Source: an optimization exercise on an open RTL-to-GDS flow (aim: small area). Production flows keep margins and buffers that such runs may drop.
Function was checked by simulation only, so behaviour that the tests miss may differ from the original.

## the baseline
==> flow/design.v (excerpt) <==
module matrix_alu_responder #(
  parameter int DATA_W     = 16,
  parameter int NREG       = 8,
  parameter int MUL_CYCLES = 4
) (
  input  logic                  clk,
  input  logic                  reset,
  input  logic                  n_alu_enable,
  input  logic [2:0]            op_select,
  input  logic [2:0]            alu_address,
  input  logic [4*DATA_W-1:0]   data_in,
  output logic [4*DATA_W-1:0]   data_out,
  output logic                  data_valid,
  output logic                  busy,
  output logic                  done,
  output logic                  cmd_err
);
export LEC_CHECK = 0
export CAP_MARGIN = 20
export CORE_MARGIN = 2
export CORE_UTILIZATION = 40
export SLEW_MARGIN = 20
create_clock -name core_clock -period 12.0 [get_ports {clk}]
standard.sh (not shown) runs the stock make flow with config.mk's settings and CLKGATE_MAP_FILE= SYNTH_SCRIPT=/design/flow/synth_recipe.tcl, a recipe that flattens the netlist after the stock synthesis.
==> flow/flow/run.sh <==
#!/bin/bash
# The standard layout (standard.sh, ORFS) with three changes:
#  1. Yosys's generic `abc -fast` inside `synth` is skipped (SYNTH_ARGS=-noabc),
#     so extract_fa sees the RTL's full adders as written and maps them to
#     fa/ha cells without inverters between them.
#  2. The cell mapping runs an area-oriented ABC script (flow/abc_area.script,
#     selected with ABC_AREA=1) instead of the delay-oriented default.
#  3. CTS inserts no dummy loads.
# Registers, their names and cell types are those of the standard synthesis.
set -euo pipefail
W="$(cd "$(dirname "$0")/.." && pwd)"
cd "$W"
rm -rf "$W/scripts_area"
cp -r "$FLOW_HOME/scripts" "$W/scripts_area"
cp "$W/flow/abc_area.script" "$W/scripts_area/abc_area.script"
export SCRIPTS_DIR="$W/scripts_area"
export SYNTH_ARGS="-noabc"
export ABC_AREA=1
export CTS_ARGS="-sink_clustering_enable -repair_clock_nets -dont_use_dummy_load"
bash "$W/standard.sh" > "$W/flow_make.log" 2>&1
==> flow/flow/abc_area.script <==
strash
&get -n
&st
&dch
&nf -a
&put
topo
Edits applied to the flow inputs when going from the baseline to the candidate:
==> flow/flow/run.sh <==
#!/bin/bash
# The standard layout (standard.sh, ORFS) with three changes:
#  1. Yosys's generic `abc -fast` inside `synth` is skipped (SYNTH_ARGS=-noabc),
#     so extract_fa sees the RTL's full adders as written and maps them to
#     fa/ha cells without inverters between them.
#  2. The cell mapping runs an area-oriented ABC script (flow/abc_area.script,
#     selected with ABC_AREA=1) instead of the delay-oriented default.
#  3. CTS inserts no dummy loads and clusters up to 25 sinks within 100 um
#     per leaf buffer (clock-pin slew stays near 100 ps).
#  4. Port buffers are the smallest buffer, sky130_fd_sc_hd__buf_1; every
#     input and output port still gets its own buffer.
# Registers, their names and cell types are those of the standard synthesis.
set -euo pipefail
W="$(cd "$(dirname "$0")/.." && pwd)"
cd "$W"
rm -rf "$W/scripts_area"
cp -r "$FLOW_HOME/scripts" "$W/scripts_area"
cp "$W/flow/abc_area.script" "$W/scripts_area/abc_area.script"
export SCRIPTS_DIR="$W/scripts_area"
export SYNTH_ARGS="-noabc"
export ABC_AREA=1
export CTS_ARGS="-sink_clustering_enable -repair_clock_nets -dont_use_dummy_load -sink_clustering_size 25 -sink_clustering_max_diameter 100"
export BUFFER_PORTS_ARGS="-buffer_cell sky130_fd_sc_hd__buf_1"
bash "$W/standard.sh" > "$W/flow_make.log" 2>&1
==> comparison <==
In the tables for the baseline and the candidate, sequential share of cell area reads higher with the candidate.
On the candidate: number of global-route vias before repair is 569 lower than what the baseline gave.
The candidate completed every stage of the flow, and the final layout passed the timing, design-rule and antenna checks.
The normalized max-slew margin number comes out higher for the candidate vs the baseline.
In the metrics for the baseline and the candidate, the one carrying the higher aggregate global-route resource usage is the baseline.
Note that the clock-buffer cell count recorded for the candidate amounts to 0.45 times the value seen in the baseline.
The candidate vs the baseline: pre-CTS worst setup slack down in the candidate


## job 101
matrix_alu_responder, a different RTL version from the one above (not shown whole).
Size: roughly 2,100 cells after synthesis, ~560 flip-flops, ~30,000 sq um of cells after synthesis.
Settings: LEC_CHECK=0, CAP_MARGIN=20, CORE_MARGIN=2, CORE_UTILIZATION=70, SLEW_MARGIN=20; clock period 12.0 ns.
==> flow/flow/run.sh <==
#!/bin/bash
# The standard layout (standard.sh, ORFS) with these changes:
#  1. Yosys's generic `abc -fast` inside `synth` is skipped (SYNTH_ARGS=-noabc),
#     so extract_fa sees the RTL's full adders as written and maps them to
#     fa/ha cells without inverters between them.
#  2. The cell mapping runs an area-oriented ABC script (flow/abc_area.script: repeated
#     choice computation and area-only mapping with area recovery,
#     selected with ABC_AREA=1) instead of the delay-oriented default.
#  3. CTS inserts no dummy loads and builds the tree from clkbuf_4 cells,
#     up to 10 sinks within 50 um per leaf buffer (clock-pin slew stays
#     near 115 ps).
#  4. Port buffers are the smallest buffer, sky130_fd_sc_hd__buf_1; every
#     input and output port still gets its own buffer.
#  5. Half-adder cells are not used (added to DONT_USE_CELLS in a config that
#     includes the standard flow's config.mk): extract_fa then maps only full adders and
#     does not turn address and counter decode logic into half adders.
# Registers, their names and cell types are those of the standard synthesis.
set -euo pipefail
W="$(cd "$(dirname "$0")/.." && pwd)"
cd "$W"
rm -rf "$W/scripts_area"
cp -r "$FLOW_HOME/scripts" "$W/scripts_area"
cp "$W/flow/abc_area.script" "$W/scripts_area/abc_area.script"
export SCRIPTS_DIR="$W/scripts_area"
export SYNTH_ARGS="-noabc"
export ABC_AREA=1
export CTS_ARGS="-sink_clustering_enable -repair_clock_nets -dont_use_dummy_load -sink_clustering_size 10 -sink_clustering_max_diameter 50 -buf_list sky130_fd_sc_hd__clkbuf_4"
export BUFFER_PORTS_ARGS="-buffer_cell sky130_fd_sc_hd__buf_1"
printf 'include %s/config.mk\nexport DONT_USE_CELLS = sky130_fd_sc_hd__ha_1 sky130_fd_sc_hd__ha_2 sky130_fd_sc_hd__ha_4\n' "$W" > "$W/config_area.mk"
sed "s|DESIGN_CONFIG=[^ ]*|DESIGN_CONFIG=$W/config_area.mk|" "$W/standard.sh" > "$W/standard_area.sh"
bash "$W/standard_area.sh" > "$W/flow_make.log" 2>&1
==> flow/flow/abc_area.script <==
strash
dch -f
&get -n
&st
&dch -f
&nf -a -R 1000
&st
&dch -f
&nf -a -R 1000
&put
topo
The final layout from job 101, which completed every stage, passed the timing, design-rule and antenna checks at the end of the flow.
Edits applied to the flow inputs when going from job 101 to job 102:
--- a/flow/flow/run.sh
+++ b/flow/flow/run.sh
@@ -12,7 +12,4 @@
 #  4. Port buffers are the smallest buffer, sky130_fd_sc_hd__buf_1; every
 #     input and output port still gets its own buffer.
-#  5. Half-adder cells are not used (added to DONT_USE_CELLS in a config that
-#     includes the standard flow's config.mk): extract_fa then maps only full adders and
-#     does not turn address and counter decode logic into half adders.
 # Registers, their names and cell types are those of the standard synthesis.
 set -euo pipefail
@@ -27,5 +24,3 @@
 export CTS_ARGS="-sink_clustering_enable -repair_clock_nets -dont_use_dummy_load -sink_clustering_size 10 -sink_clustering_max_diameter 50 -buf_list sky130_fd_sc_hd__clkbuf_4"
 export BUFFER_PORTS_ARGS="-buffer_cell sky130_fd_sc_hd__buf_1"
-printf 'include %s/config.mk\nexport DONT_USE_CELLS = sky130_fd_sc_hd__ha_1 sky130_fd_sc_hd__ha_2 sky130_fd_sc_hd__ha_4\n' "$W" > "$W/config_area.mk"
-sed "s|DESIGN_CONFIG=[^ ]*|DESIGN_CONFIG=$W/config_area.mk|" "$W/standard.sh" > "$W/standard_area.sh"
-bash "$W/standard_area.sh" > "$W/flow_make.log" 2>&1
+bash "$W/standard.sh" > "$W/flow_make.log" 2>&1
Notes after the runs:
Looking at fraction of area in registers, job 102 sits 0.21 points lower than job 101 does.
Changes observed in job 102 relative to job 101: cell count of the worst reg-to-reg path grew by 1, via count grew by 97.
Job 102 vs. job 101: area after synthesis increased by 0.92% relative to the old numbers; synthesized instance count decreased by 1.3% relative to the old numbers; final core area utilization closely matched the old numbers.
Changes in job 103 relative to job 102:
--- a/flow/flow/run.sh
+++ b/flow/flow/run.sh
@@ -7,9 +7,9 @@
 #     choice computation and area-only mapping with area recovery,
 #     selected with ABC_AREA=1) instead of the delay-oriented default.
-#  3. CTS inserts no dummy loads and builds the tree from clkbuf_4 cells,
-#     up to 10 sinks within 50 um per leaf buffer (clock-pin slew stays
-#     near 115 ps).
 #  4. Port buffers are the smallest buffer, sky130_fd_sc_hd__buf_1; every
 #     input and output port still gets its own buffer.
+#  5. Half-adder cells are not used (added to DONT_USE_CELLS in a config that
+#     includes the standard flow's config.mk): extract_fa then maps only full adders and
+#     does not turn address and counter decode logic into half adders.
 # Registers, their names and cell types are those of the standard synthesis.
 set -euo pipefail
@@ -22,5 +22,7 @@
 export SYNTH_ARGS="-noabc"
 export ABC_AREA=1
-export CTS_ARGS="-sink_clustering_enable -repair_clock_nets -dont_use_dummy_load -sink_clustering_size 10 -sink_clustering_max_diameter 50 -buf_list sky130_fd_sc_hd__clkbuf_4"
+export CTS_ARGS="-sink_clustering_enable -repair_clock_nets -dont_use_dummy_load -sink_clustering_size 16 -sink_clustering_max_diameter 60 -buf_list sky130_fd_sc_hd__clkbuf_8"
 export BUFFER_PORTS_ARGS="-buffer_cell sky130_fd_sc_hd__buf_1"
-bash "$W/standard.sh" > "$W/flow_make.log" 2>&1
+printf 'include %s/config.mk\nexport DONT_USE_CELLS = sky130_fd_sc_hd__ha_1 sky130_fd_sc_hd__ha_2 sky130_fd_sc_hd__ha_4\n' "$W" > "$W/config_area.mk"
+sed "s|DESIGN_CONFIG=[^ ]*|DESIGN_CONFIG=$W/config_area.mk|" "$W/standard.sh" > "$W/standard_area.sh"
+bash "$W/standard_area.sh" > "$W/flow_make.log" 2>&1
Job 103 was carried through to the last stage, and its layout satisfied the timing, design-rule and antenna checks.
Higher maximum net fanout on the critical path goes to job 102 over job 103.
Re final clock period utilization by the worst path: job 103 is 2.7 points up on job 102.
Job 103 against job 102: cell area essentially unchanged; floorplan core area has decreased; number of clock buffers in the layout has decreased; post-synth net total now sits lower; number of logic inverters in the finished layout lost 29%.

-- static timing again, ports no longer ideal --
The flow's constraints put no driver on any port. The routed layouts listed below were extracted and timed again, unchanged, in two steps. Step 1: set_driving_cell puts a clkbuf_16 on clk and a buf_2 on each other input, an assumption about the parent block. Step 2, shift: input delay + t, output delay - t, t = (earliest + latest rising clock arrival at the registers) / 2. This alone moves slack from input paths to output paths. Three values: ideal ports, drivers, drivers and shift; two values: the first two.
run | t (ns) | slack for setup (ns) | worst setup path after step 2 | worst register clock-pin slew, ns | worst slew at a driven data input, ns
the baseline | 0.649 | 1.198 / 1.198 / 0.959 | input to register | 0.06 / 0.06 | 0.13
the candidate | 0.679 | 1.312 / 1.312 / 0.811 | input to register | 0.11 / 0.11 | 0.14
job 101 | 0.844 | 1.566 / 1.537 / 0.694 | input to register | 0.12 / 0.12 | 0.08
job 102 | 0.846 | 1.744 / 1.767 / 0.921 | input to register | 0.12 / 0.12 | 0.10
job 103 | 0.698 | 1.421 / 1.404 / 0.706 | input to register | 0.11 / 0.11 | 0.07
After both steps setup and hold are still met in every run listed. For job 101, which loses most, drivers alone change the setup slack by -0.029 ns; drivers and shift together by -0.872 ns.
